This design comes from an exercise in tuning for small area, a short achievable clock period and few clock cycles on the open sky130 flow, not from production work. In this exercise RTL edits were held to simulation tests only and were not proved equivalent to the original. No driver is modelled on the clock port, so clocking that relies on it looks cheaper here than on a real chip. Power figures rest on the tool's default switching activity, not on a simulated workload.

--- design/flow/config.mk ---
export PLATFORM = sky130hd
export DESIGN_NAME = stream_top
export DESIGN_NICKNAME = stream_top
export VERILOG_FILES = /design/flow/design.v
export SDC_FILE = /design/flow/constraint.sdc
export NUM_CORES = 4
export LEC_CHECK = 0
export CAP_MARGIN = 20
export CORE_MARGIN = 2
export CORE_UTILIZATION = 60
export CTS_BUF_LIST = sky130_fd_sc_hd__clkbuf_16
export CTS_CLUSTER_DIAMETER = 100
export CTS_CLUSTER_SIZE = 20
export SETUP_SLACK_MARGIN = 2.9
export SLEW_MARGIN = 20
export TNS_END_PERCENT = 40
--- design/flow/constraint.sdc ---
create_clock -name core_clock -period 5.0 [get_ports {bus_clk}]
set_input_delay 1.0000 -clock core_clock [delete_from_list [all_inputs] [get_ports {bus_clk}]]
set_output_delay 1.0000 -clock core_clock [all_outputs]
set_load 0.01 [all_outputs]
--- design/flow/design.v ---
`timescale 1ns/1ps
package stream_pkg;
  typedef logic [32-1:0] word_t;
  typedef logic [16-1:0] sample_t;
  typedef logic [7:0] byte_t;
  typedef logic [$clog2(32)-1:0] lite_idx_t;
  typedef logic [$clog2(32)-1:0] ram_addr_t;
  typedef logic [7*16-1:0] offsets_t;
endpackage
`timescale 1ns/1ps
module sync_fifo #(
  parameter int WIDTH = 16
) (
  input  logic             bus_clk,
  input  logic             rst_n,
  input  logic             clear,
  input  logic             wr_en,
  input  logic [WIDTH-1:0] din,
  input  logic             rd_en,
  output logic [WIDTH-1:0] dout,
  output logic             full,
  output logic             empty
);
  logic [WIDTH-1:0] mem0;
  logic [WIDTH-1:0] mem1;
  logic             wr_ptr;
  logic             rd_ptr;
  logic             do_wr;
  logic             do_rd;
  logic             not_empty;
  assign empty = !not_empty;
  assign do_wr = wr_en && !full;
  assign do_rd = rd_en && !empty;
  assign dout  = rd_ptr ? mem1 : mem0;
  always_ff @(posedge bus_clk)
  begin
    if (do_wr && !wr_ptr)
      mem0 <= din;
    if (do_wr && wr_ptr)
      mem1 <= din;
  end
  always_ff @(posedge bus_clk or negedge rst_n)
  begin
    if (!rst_n)
    begin
      wr_ptr <= 1'b0;
      rd_ptr <= 1'b0;
      full      <= 1'b0;
      not_empty <= 1'b0;
    end
    else if (clear)
    begin
      wr_ptr <= 1'b0;
      rd_ptr <= 1'b0;
      full      <= 1'b0;
      not_empty <= 1'b0;
    end
    else
    begin
      if (do_wr)
        wr_ptr <= !wr_ptr;
      if (do_rd)
        rd_ptr <= !rd_ptr;
      if (do_wr && !do_rd)
      begin
        not_empty <= 1'b1;
        full      <= not_empty;
      end
      else if (do_rd && !do_wr)
      begin
        full      <= 1'b0;
        not_empty <= full;
      end
    end
  end
endmodule
`timescale 1ns/1ps
module lite_regs (
  input  logic                 bus_clk,
  input  logic                 rst_n,
  input  logic                 bus_wren,
  input  logic [4-1:0] bus_wstrb,
  input  logic                 bus_rden,
  input  stream_pkg::lite_idx_t bus_addr,
  input  stream_pkg::word_t    bus_wr_data,
  output stream_pkg::word_t    bus_rd_data,
  output stream_pkg::offsets_t offsets
);
  stream_pkg::word_t        lane_mem [32];
  logic [32-1:0] written;
  logic [32-1:0] hit;
  logic [3:0]               dec_lo;
  logic [7:0]               dec_hi;
  stream_pkg::word_t        wr_masked;
  stream_pkg::word_t        rd_mux;
  always_comb
  begin
    for (int i = 0; i < 4; i++)
      dec_lo[i] = (bus_addr[1:0] == 2'(i));
    for (int i = 0; i < 8; i++)
      dec_hi[i] = (bus_addr[4:2] == 3'(i));
    for (int e = 0; e < 32; e++)
      hit[e] = dec_hi[e / 4] && dec_lo[e % 4];
  end
  always_comb
  begin
    for (int l = 0; l < 4; l++)
      wr_masked[8*l +: 8] = bus_wstrb[l] ? bus_wr_data[8*l +: 8] : 8'h00;
  end
  always_ff @(posedge bus_clk)
  begin
    for (int e = 0; e < 32; e++)
    begin
      for (int l = 0; l < 4; l++)
      begin
        if (bus_wren && hit[e] && (bus_wstrb[l] || !written[e]))
          lane_mem[e][8*l +: 8] <= wr_masked[8*l +: 8];
      end
    end
  end
  always_ff @(posedge bus_clk or negedge rst_n)
  begin
    if (!rst_n)
      written <= '0;
    else if (bus_wren)
      written <= written | hit;
  end
  always_comb
  begin
    rd_mux = '0;
    for (int e = 0; e < 32; e++)
      rd_mux = rd_mux | (lane_mem[e] & {32{hit[e] && written[e]}});
  end
  always_ff @(posedge bus_clk or negedge rst_n)
  begin
    if (!rst_n)
      bus_rd_data <= '0;
    else if (bus_rden)
      bus_rd_data <= rd_mux;
  end
  always_comb
  begin
    for (int k = 0; k < 7; k++)
      offsets[16*k +: 16] =
        written[k] ? lane_mem[k][16-1:0] : '0;
  end
endmodule
`timescale 1ns/1ps
module byte_ram (
  input  logic                  bus_clk,
  input  logic                  rst_n,
  input  logic                  wren,
  input  stream_pkg::byte_t     wdata,
  input  logic                  rden,
  input  stream_pkg::ram_addr_t addr,
  output stream_pkg::byte_t     rdata
);
  stream_pkg::byte_t mem [32];
  always_ff @(posedge bus_clk)
  begin
    if (wren)
      mem[addr] <= wdata;
  end
  always_ff @(posedge bus_clk or negedge rst_n)
  begin
    if (!rst_n)
      rdata <= '0;
    else if (rden)
      rdata <= mem[addr];
  end
endmodule
`timescale 1ns/1ps
module offset_stage (
  input  logic                 bus_clk,
  input  logic                 rst_n,
  input  logic                 restart,
  input  stream_pkg::offsets_t offsets,
  output stream_pkg::sample_t  sum
);
  localparam int SLICES = 16 / 4;
  logic [7-1:0] step;
  logic [SLICES-2:0]         carry;
  stream_pkg::sample_t       pick;
  logic [4:0]                slice_next [SLICES];
  always_comb
  begin
    pick = '0;
    for (int k = 0; k < 7; k++)
      pick = pick | (offsets[16*k +: 16] & {16{step[k]}});
    for (int s = 0; s < SLICES; s++)
      slice_next[s] = {1'b0, sum[4*s +: 4]} + {1'b0, pick[4*s +: 4]} +
                      5'((s > 0) ? carry[(s > 0) ? s-1 : 0] : 1'b0);
  end
  always_ff @(posedge bus_clk or negedge rst_n)
  begin
    if (!rst_n)
    begin
      step  <= '0;
      carry <= '0;
      sum   <= '0;
    end
    else if (restart)
    begin
      step  <= 7'(1);
      carry <= '0;
      sum   <= '0;
    end
    else
    begin
      step <= step << 1;
      for (int s = 0; s < SLICES; s++)
      begin
        sum[4*s +: 4] <= slice_next[s][3:0];
        if (s < SLICES - 1)
          carry[s] <= slice_next[s][4];
      end
    end
  end
endmodule
`timescale 1ns/1ps
module stream_chain (
  input  logic                 bus_clk,
  input  logic                 rst_n,
  input  logic                 w32_open,
  input  logic                 r32_open,
  input  logic                 w32_wren,
  input  stream_pkg::word_t    w32_data,
  input  logic                 r32_rden,
  input  stream_pkg::sample_t  offset_sum,
  output logic                 w32_full,
  output stream_pkg::word_t    r32_data,
  output logic                 r32_empty
);
  logic                flush;
  logic                pop;
  stream_pkg::sample_t head;
  stream_pkg::sample_t out_q;
  assign flush = !(w32_open && r32_open);
  assign pop   = r32_rden && !r32_empty && !flush;
  sync_fifo #(.WIDTH(16)) i_fifo (
    .bus_clk(bus_clk), .rst_n(rst_n), .clear(flush),
    .wr_en(w32_wren), .din(w32_data[16-1:0] + offset_sum),
    .rd_en(r32_rden), .dout(head), .full(w32_full), .empty(r32_empty)
  );
  always_ff @(posedge bus_clk or negedge rst_n)
  begin
    if (!rst_n)
      out_q <= '0;
    else if (pop)
      out_q <= head;
  end
  assign r32_data = {{(32 - 16){1'b0}}, out_q};
endmodule
`timescale 1ns/1ps
module stream_top (
  input  logic                   bus_clk,
  input  logic                   rst_n,
  input  logic                   w32_open,
  input  logic                   w32_wren,
  input  logic [31:0]            w32_data,
  input  logic                   r32_open,
  input  logic                   r32_rden,
  input  logic                   lite_wren,
  input  logic [3:0]             lite_wstrb,
  input  logic                   lite_rden,
  input  logic [31:0]            lite_addr,
  input  logic [31:0]            lite_wr_data,
  input  logic                   mem_wren,
  input  logic [7:0]             mem_wdata,
  input  logic                   mem_rden,
  input  logic [4:0]             mem_addr,
  output logic                   w32_full,
  output logic [31:0]            r32_data,
  output logic                   r32_empty,
  output logic [31:0]            lite_rd_data,
  output logic [7:0]             mem_rdata
);
  stream_pkg::offsets_t offsets;
  stream_pkg::sample_t  offset_sum;
  logic                 offsets_written;
  lite_regs i_lite_regs (
    .bus_clk(bus_clk), .rst_n(rst_n),
    .bus_wren(lite_wren), .bus_wstrb(lite_wstrb), .bus_rden(lite_rden),
    .bus_addr(lite_addr[6:2]),
    .bus_wr_data(lite_wr_data), .bus_rd_data(lite_rd_data),
    .offsets(offsets)
  );
  assign offsets_written = lite_wren && (lite_addr[6:2] < 5'(7));
  offset_stage i_sum (
    .bus_clk(bus_clk), .rst_n(rst_n), .restart(offsets_written),
    .offsets(offsets), .sum(offset_sum)
  );
  byte_ram i_byte_ram (
    .bus_clk(bus_clk), .rst_n(rst_n), .wren(mem_wren), .wdata(mem_wdata),
    .rden(mem_rden), .addr(mem_addr), .rdata(mem_rdata)
  );
  stream_chain i_chain (
    .bus_clk(bus_clk), .rst_n(rst_n), .w32_open(w32_open), .r32_open(r32_open),
    .w32_wren(w32_wren), .w32_data(w32_data), .r32_rden(r32_rden),
    .offset_sum(offset_sum), .w32_full(w32_full), .r32_data(r32_data),
    .r32_empty(r32_empty)
  );
endmodule
--- design/flow/flow/run.sh ---
#!/bin/bash
# Standard layout, with the delay-cell port buffers swapped for buf_4 after
# clock tree synthesis (flow/swap_io.tcl).
set -euo pipefail
here=$(pwd)
bash standard.sh "POST_CTS_TCL=$here/flow/swap_io.tcl" finish > standard_make.log 2>&1
--- design/flow/flow/swap_io.tcl ---
# Runs at the end of the standard CTS step. The port buffers the standard
# flow inserts are delay cells (clkdlybuf4s50); sizing that keeps each
# cell's footprint cannot turn them into plain buffers, so swap them for
# buf_4 here, then repair timing and legalise again.
set n 0
foreach inst [get_cells *] {
  if {[string match "sky130_fd_sc_hd__clkdlybuf4s*" [get_property $inst ref_name]]} {
    replace_cell $inst sky130_fd_sc_hd__buf_4
    incr n
  }
}
puts "swap_io: replaced $n delay buffers with buf_4"
estimate_parasitics -placement
repair_timing_helper
detailed_placement
check_placement -verbose
--- design/flow/standard.sh ---
#!/bin/bash
# synth_recipe.tcl (not shown) runs the flow's synth.tcl, then flattens the netlist and writes it again
# the make line also repeats each setting of config.mk as NAME=value (left out here)
make -C /OpenROAD-flow-scripts/flow DESIGN_CONFIG=/design/flow/config.mk WORK_HOME=/design/flow/orfs CLKGATE_MAP_FILE= SYNTH_SCRIPT=/design/flow/synth_recipe.tcl "${@:-finish}"
==> impl_metrics.tcl, run 1 <==
set metrics [dict create \
    post-route-drc-count 0 \
    syn_avg_cell_area_um2 17.7 \
    unrepaired_setup_endpoints_after_global_routing "yes" \
    synth.yosys.seq_area_share_pct 77.2 \
    avg_wl_per_cell_um 38.8 \
    r2r_slack_ns 2.54 \
    reg2reg_to "i_sum.sum[15]" \
    place.port_buffers 137 \
    grt_remaining_overflow 0 \
    worst_ir_drop_vdd_mv 0.315 \
    syn-cell-area_um2 54800 \
    worst_ep_required_time_ns 5.54 \
    final_nets 3836 \
    setup_viol 0 \
    comb_power_share_pct 12.8 \
    layout.filler_cells 5166 \
    yosys_register_bits 1430 \
    p_sw_mw 5.92 \
    row_count 110 \
    floorplan.initialDensity_pct 60.7 \
    postRouteAntennaNets 0 \
    cts_sinks 1430 \
    end_kind "register" \
    grt_pass1_wl_um 261000 \
    synth.distinct_cells 59 \
    grt_antenna_before_repair 3 \
    yosysTopAreaCellShare_pct 71.8 \
    maxSlewHeadroom_pct 24.3 \
    synth_largest_area_cell "sky130_fd_sc_hd__edfxtp_1" \
    p_clk_share_pct 28.8 \
    final_period_minus_worst_setup_slack_ns 2.46 \
    pin_count_of_the_biggest_net_entering_global_routing 64 \
    drt_iter0_markers 5695 \
    max_cap_viol_count 0 \
    via_count_of_the_first_global_routing_pass 34400 \
    timing.critical_path.from_type "register" \
    routed-via-count 35700 \
    report.power.total_mw 23.9 \
    die_w_um 306 \
    timing.setup.tns_ns 0 \
    powerDensity_nw_per_um2 351 \
    floorplan.io_pins 197 \
    holdCritPathClass "in -> async" \
    number_of_hold_slack_violations_in_the_final_timing_report 0 \
    cts_tree "done" \
    slew_limit_fails 0 \
    detail_route.vias_per_cell 7.25 \
    async_flop_share_pct 8.25 \
    cellInternalPower_mw 18.0 \
    timing.critical_path.arrival_ns 3.00 \
    gp_congestion 0.990 \
    area_growth_from_synthesis_to_final_layout_pct 24.2 \
    synth_edf_count 1312 \
    die_h_um 306 \
    timing.fmax_mhz 407 \
    die_area_um2 93800 \
    clk-insertion-delay-late_ns 0.69 \
    clkTransAtPathRegs_ns 0.09 \
    worst_pin_slew_ns 1.14 \
    syn-instance-count 3105 \
    coreArea_um2 90300 \
    yosys_warnings 7 \
    portion_of_the_clock_cycle_consumed_by_the_worst_path_in_the_final_layout_pct 49.2 \
    postSynth.topFlopCell "sky130_fd_sc_hd__edfxtp_1" \
    final_layout_size_suffix_gt1_share_pct 35.1 \
    netSwitchingFraction_pct 24.8 \
    rr_startpoint "i_sum.step[2]" \
    seqPwrFrac_pct 58.5 \
    groute.usage.overall_pct 40.4 \
    r2r_cells 9 \
    netlist_top_cells_area "sky130_fd_sc_hd__edfxtp_1 72%, sky130_fd_sc_hd__dfrtp_1 5.4%, sky130_fd_sc_hd__a22o_1 2.7%" \
    postRouteWirelength_um 191000 \
    critical_path.max_fanout 5 \
    place.detailed.hpwl_um 103000 \
    result_of_the_run "no timing/DRC/antenna violations" \
    p_leak_nw 22.1 \
    critical_path_class "reg -> reg" \
    finClkSkew_ns 0.0310 \
    drt-pass1-iter-count 9 \
]
synthesized netlist by cell type (all sizes together) (8+ instances only):
cell,number
a21o,12
a21oi,150
a221oi,168
a222oi,33
a22o,166
a22oi,186
and2,46
and3,36
buf,120
clkbuf,98
dfrtp,118
edfxtp,1312
fa,8
ha,28
inv,23
mux2,8
mux2i,30
mux4,57
nand2,116
nand2b,36
nand3,12
nand4,105
nor2,72
nor2b,23
o21ai,29
o32a,31
xnor2,11
xor2,10
sequential cells by signal (all words and copies together) (netlist names):
register,cells
i_chain.i_fifo.rd_ptr,1
i_chain.i_fifo.wr_ptr,1
i_chain.i_fifo.mem1,16
i_chain.i_fifo.not_empty,1
i_chain.i_fifo.full,1
i_lite_regs.written,32
i_lite_regs.lane_mem,1024
i_byte_ram.rdata,8
i_byte_ram.mem,256
i_sum.sum,16
i_chain.i_fifo.mem0,16
i_lite_regs.bus_rd_data,32
i_sum.step,7
i_sum.carry,3
i_chain.out_q,16
final cells by class:
type / instances / area (µm²) / share of cell area (%)
Multi-Input combinational cell: 1473 / 14500 / 21.3
Inverter: 23 / 93.8 / 0.138
Clock inverter: 66 / 310 / 0.456
Timing Repair Buffer: 668 / 7270 / 10.7
Tap cell: 1176 / 1470 / 2.16
Antenna cell: 4 / 10.0 / 0.0147
Clock buffer: 83 / 2080 / 3.05
Sequential cell: 1430 / 42400 / 62.2
kinds of logic after synthesis:
logic type / synth area share [%]
flip-flops: 77.2
AO/OA/AOI/OAI: 11.5
AND/OR/NAND/NOR: 4.63
buffers and inverters: 2.27
multiplexers: 3.05
adder cells (fa/ha/maj): 0.931
XOR/XNOR: 0.335
other: 0.00684
worst max-delay path, cell delays in order (launching register included):
cell	delay, ns
sky130_fd_sc_hd__dfrtp_1	0.40
sky130_fd_sc_hd__and2_4	0.19
sky130_fd_sc_hd__buf_12	0.15
sky130_fd_sc_hd__a22oi_2	0.16
sky130_fd_sc_hd__nand4_1	0.44
sky130_fd_sc_hd__ha_1	0.49
sky130_fd_sc_hd__a21oi_2	0.14
sky130_fd_sc_hd__xnor2_1	0.15
sky130_fd_sc_hd__xnor2_1	0.14
sky130_fd_sc_hd__nor2_1	0.07
through the flow:
step | util [%] | setup slack (ns) | area (µm²) | instances | hold WS, ns
3_3_place_gp | 65.6 | 0.877 | 59200 | 4392 | 0.463
6_report | 75.4 | 2.54 | 68100 | 4923 | 0.345
3_5_place_dp | 65.6 | 0.804 | 59200 | 4392 | 0.476
2_1_floorplan | - | 2.23 | 56300 | 3120 | 0.455
5_1_grt | 75.4 | 2.55 | 68100 | 4919 | 0.396
cell usage in the layout (no fill, tap or decap), types with 34 or more instances in the layout:
master	synthesis	routed
sky130_fd_sc_hd__clkbuf_16	0	84
sky130_fd_sc_hd__nand2b_1	36	36
sky130_fd_sc_hd__a21oi_2	0	40
sky130_fd_sc_hd__buf_12	0	114
sky130_fd_sc_hd__nor2_4	0	35
sky130_fd_sc_hd__a221oi_1	145	39
sky130_fd_sc_hd__nand4_1	105	105
sky130_fd_sc_hd__a22oi_1	186	152
sky130_fd_sc_hd__a22oi_2	0	34
sky130_fd_sc_hd__and3_4	0	51
sky130_fd_sc_hd__dfrtp_1	118	104
sky130_fd_sc_hd__a21oi_1	150	62
sky130_fd_sc_hd__inv_1	23	75
sky130_fd_sc_hd__mux4_2	57	57
sky130_fd_sc_hd__buf_4	19	341
sky130_fd_sc_hd__edfxtp_1	1312	1312
sky130_fd_sc_hd__a22o_1	166	165
sky130_fd_sc_hd__buf_6	24	128
sky130_fd_sc_hd__a21oi_4	0	48
sky130_fd_sc_hd__nand2_1	116	81
sky130_fd_sc_hd__buf_2	70	43
sky130_fd_sc_hd__a221oi_2	23	118
worst max path at each step:
stage                        startpoint                           end  slack [ns]  depth (start not counted)
after floorplan             w32_data[0]       i_chain.i_fifo.mem0[14]        2.23                          9
after global placement     lite_addr[2]   i_lite_regs.bus_rd_data[23]        0.88                          8
after detailed placement   lite_addr[2]   i_lite_regs.bus_rd_data[23]        0.80                          8
after global routing       lite_addr[5]  i_lite_regs.lane_mem[18][31]        2.55                         12
final                     i_sum.step[2]                 i_sum.sum[15]        2.54                          9
per-layer routing:
| layer | up-vias | share of wire [%] | GRT usage [%] |
|---|---|---|---|
| met2 | 2940 | 45 | 62.3 |
| met4 | 2 | 7.9 | 24.4 |
| met3 | 793 | 13 | 10.8 |
| met1 | 18000 | 34 | 51.8 |
| met5 | - | 0.0089 | 0 |
| li1 | 14000 | - | - |
power groups by stage:
stage	sequential (mW)	clock [mW]	combinational, mW
3_5_place_dp	14.2	0	2.18
2_1_floorplan	14.1	0	1.31
6_report	14.0	6.88	3.05
5_1_grt	14.0	7.30	3.23
3_3_place_gp	14.2	0	2.11
Testbench counts, summed over its fixed seeds: cycles 2,056.
==> inputs of run 2 (changes only) <==
--- a/design/flow/config.mk
+++ b/design/flow/config.mk
@@ -12,5 +12,5 @@
 export CTS_CLUSTER_DIAMETER = 100
 export CTS_CLUSTER_SIZE = 20
-export SETUP_SLACK_MARGIN = 2.9
+export SETUP_SLACK_MARGIN = 2.7
 export SLEW_MARGIN = 20
 export TNS_END_PERCENT = 40
==> run 2 against run 1 <==
Register-to-register slack gained 0.07 ns. Via count shrank 3.8%. Global-route usage shrank 2.0 points. Sequential cell count is the same. Area after synthesis is the same. Highest routed layer unchanged.
==> impl_metrics.tcl, run 2 <==
set metrics [dict create \
    cts_sinks 1430 \
    yosysTopAreaCellShare_pct 71.8 \
    die_h_um 306 \
    async_flop_share_pct 8.25 \
    place.detailed.hpwl_um 104000 \
    grt_pass1_wl_um 249000 \
    final_standard_cell_utilization_of_the_core_pct 71.9 \
    groute.usage.overall_pct 38.4 \
    layout.filler_cells 5693 \
    grt_most_used_layer "met2" \
    max_cap_viol_count 0 \
    row_count 110 \
    critical_path_class "reg -> reg" \
    worst_pin_slew_ns 1.21 \
    postSynth.topFlopCell "sky130_fd_sc_hd__edfxtp_1" \
    coreArea_um2 90300 \
    clk-insertion-delay-late_ns 0.69 \
    critical_path.max_fanout 5 \
    maxSlewHeadroom_pct 19.5 \
    die_w_um 306 \
    met1_routing_resource_usage_after_global_routing_pct 50.3 \
    unrepaired_setup_endpoints_after_global_routing "yes" \
    drt_iter0_markers 5266 \
    result_of_the_run "no timing/DRC/antenna violations" \
    grt_util_met2_pct 60.1 \
    timing.fmax_mhz 419 \
    area_growth_from_synthesis_to_final_layout_pct 18.3 \
    cellInternalPower_mw 17.7 \
    number_of_hold_slack_violations_in_the_final_timing_report 0 \
    via_count_of_the_first_global_routing_pass 33100 \
    floorplan.initialDensity_pct 60.7 \
    comb_power_share_pct 11.4 \
    register_area_um2 42400 \
    timing.critical_path.arrival_ns 2.96 \
    final_period_minus_worst_setup_slack_ns 2.39 \
    preCtsSetupSlack_ns 0.823 \
    yosys_warnings 7 \
    rr_startpoint "i_sum.step[5]" \
    registers.top_by_ff_count "i_lite_regs.lane_mem" \
    final_layout_size_suffix_gt1_share_pct 29.1 \
    p_clk_share_pct 29.1 \
    timing.setup.tns_ns 0 \
    netSwitchingFraction_pct 24.2 \
    setup_viol 0 \
    yosys-top-cells-count "1,312 x sky130_fd_sc_hd__edfxtp_1, 186 x sky130_fd_sc_hd__a22oi_1, 166 x sky130_fd_sc_hd__a22o_1, 150 x sky130_fd_sc_hd__a21oi_1, 145 x sky130_fd_sc_hd__a221oi_1" \
    reg2reg_to "i_sum.sum[15]" \
    report.power.total_mw 23.4 \
    grt_remaining_overflow 0 \
    place.port_buffers 137 \
    portion_of_the_clock_cycle_consumed_by_the_worst_path_in_the_final_layout_pct 47.8 \
    layout_common_cells "1,312 x sky130_fd_sc_hd__edfxtp_1, 379 x sky130_fd_sc_hd__buf_4, 166 x sky130_fd_sc_hd__a22o_1" \
    r2r_cells 9 \
    final_nets 3703 \
    netlist_top_cells_area "sky130_fd_sc_hd__edfxtp_1 72%, sky130_fd_sc_hd__dfrtp_1 5.4%, sky130_fd_sc_hd__a22o_1 2.7%" \
    floorplan.io_pins 197 \
    post-route-drc-count 0 \
    postRouteAntennaNets 0 \
    synth.yosys.seq_area_share_pct 77.2 \
    top_regs "i_lite_regs.lane_mem: 1024 flops, i_byte_ram.mem: 256 flops" \
    grt_antenna_before_repair 2 \
    end_kind "register" \
    syn-cell-area_um2 54800 \
    syn-instance-count 3105 \
    final.setup.worst_slack_ns 2.61 \
    routed-via-count 34300 \
    worstSetupStartpoint "i_sum.step[5]" \
    synth_largest_area_cell "sky130_fd_sc_hd__edfxtp_1" \
    r2r_slack_ns 2.61 \
    pin_count_of_the_biggest_net_entering_global_routing 70 \
    cts_tree "done" \
    detail_route.vias_per_cell 7.17 \
    worst_ir_drop_vdd_mv 0.272 \
    p_sw_mw 5.66 \
    final_common_cell "sky130_fd_sc_hd__edfxtp_1" \
    synth.most_common_cell "sky130_fd_sc_hd__edfxtp_1" \
    avg_wl_per_cell_um 37.8 \
    yosys_register_bits 1430 \
    die_area_um2 93800 \
    multi_input_area_um2 13400 \
    critical_path.endpoint "i_sum.sum[15]" \
    clkTransAtPathRegs_ns 0.09 \
    worst_ep_required_time_ns 5.57 \
    p_leak_nw 20.8 \
    largest_register_ffs 1024 \
    powerDensity_nw_per_um2 360 \
    postRouteWirelength_um 181000 \
    finClkSkew_ns 0.0303 \
    synth.distinct_cells 59 \
    gp_congestion 0.976 \
    slew_limit_fails 0 \
    synth_edf_count 1312 \
    holdCritPathClass "in -> async" \
    groute.layer.met3.usage_pct 9.36 \
    timing.critical_path.from_type "register" \
    syn_avg_cell_area_um2 17.7 \
    seqPwrFrac_pct 59.5 \
    drt-pass1-iter-count 8 \
]
run 2: cell counts after synthesis:
No cell type changed its count.
run 2: cell type report:
cell class	instances	share of cell area (%)
inverters	23	0.145
clock buffers	83	3.20
clock inverters	63	0.451
repair buffers	542	7.95
diodes	3	0.0116
flip-flops and latches	1430	65.3
well taps	1176	2.27
multi-input cells	1466	20.7
run 2: power groups by stage:
stage	Sequential (mW)	Clock, mW	Combinational (mW)
6_report	13.9	6.81	2.66
5_1_grt	14.0	7.22	2.84
3_5_place_dp	14.2	0	2.18
3_3_place_gp	14.1	0	2.11
2_1_floorplan	14.1	0	1.30
run 2: cell families (layout without fill, tap and decap cells):
| kind of cell | count (synthesis) | after routing | share of synthesized area, % |
|---|---|---|---|
| DFF | 1430 | 1430 | 77.2 |
| AOI/OAI and AO/OA | 804 | 804 | 11.5 |
| and+or+nand+nor | 477 | 494 | 4.63 |
| buffers and inverters | 241 | 711 | 2.27 |
| muxes | 95 | 95 | 3.05 |
| adders and majority gates | 36 | 36 | 0.931 |
| xor gates and xnor gates | 21 | 21 | 0.335 |
| other | 1 | 19 | 0.00684 |
run 2: metal layers:
layer | vias to the layer above | share of wire [%]
li1 | 13700 | -
met1 | 17300 | 35
met2 | 2699 | 46
met3 | 622 | 12
met4 | 2 | 6.4
met5 | - | 0.0072
run 2: worst min path at each step:
stage,from,endpoint,slack (ns),cells past startpoint
after detailed placement,i_chain.out_q[6],i_chain.out_q[6],0.47,2
final,rst_n,i_byte_ram.rdata[5],0.36,1
after global routing,rst_n,i_byte_ram.rdata[5],0.43,1
after global placement,i_sum.step[0],i_sum.step[1],0.46,1
after floorplan,i_sum.step[0],i_sum.step[1],0.46,1
run 2: worst max-delay path, cell delays in order, from the launching register on:
cell,delay (ns)
sky130_fd_sc_hd__dfrtp_1,0.41
sky130_fd_sc_hd__and2_4,0.19
sky130_fd_sc_hd__buf_12,0.15
sky130_fd_sc_hd__a22oi_2,0.14
sky130_fd_sc_hd__nand4_1,0.44
sky130_fd_sc_hd__ha_4,0.48
sky130_fd_sc_hd__a21oi_2,0.06
sky130_fd_sc_hd__xnor2_1,0.19
sky130_fd_sc_hd__xnor2_1,0.13
sky130_fd_sc_hd__nor2_1,0.06
run 2: per-stage QoR:
step,hold WS [ns],area (µm²),std cells
after floorplan,0.455,56200,3120
after global placement,0.463,59100,4402
after detailed placement,0.473,59100,4402
after global routing,0.426,64900,4784
final,0.361,64900,4786

## what the ideal ports hide
How much do the figures lean on ideal ports? The routed layouts below were timed once more, with nothing changed but the port constraints. Step 1 assumes that a clkbuf_16 drives the clock port and a buf_2 every other input. Step 2 moves the port delays by t, midway between the first and last clock arrival at a register: inputs arrive t later, outputs are due t later. That takes back most of the time a late clock gives input paths. Three values: ideal, step 1, step 2; two values: the first two.
run	shift t [ns]	slack for setup (ns)	worst register clock-pin slew, ns	worst slew at a driven data input, ns	cell pins on the clock port's net
run 1	0.745	2.542 / 2.504 / 1.759	0.10 / 0.10	0.22	1
run 2	0.750	2.611 / 2.557 / 1.806	0.09 / 0.09	0.19	1
After both steps every run listed still meets setup and hold. The setup slack of run 2, which loses most, moves by -0.054 ns with the drivers and by -0.805 ns with both steps.
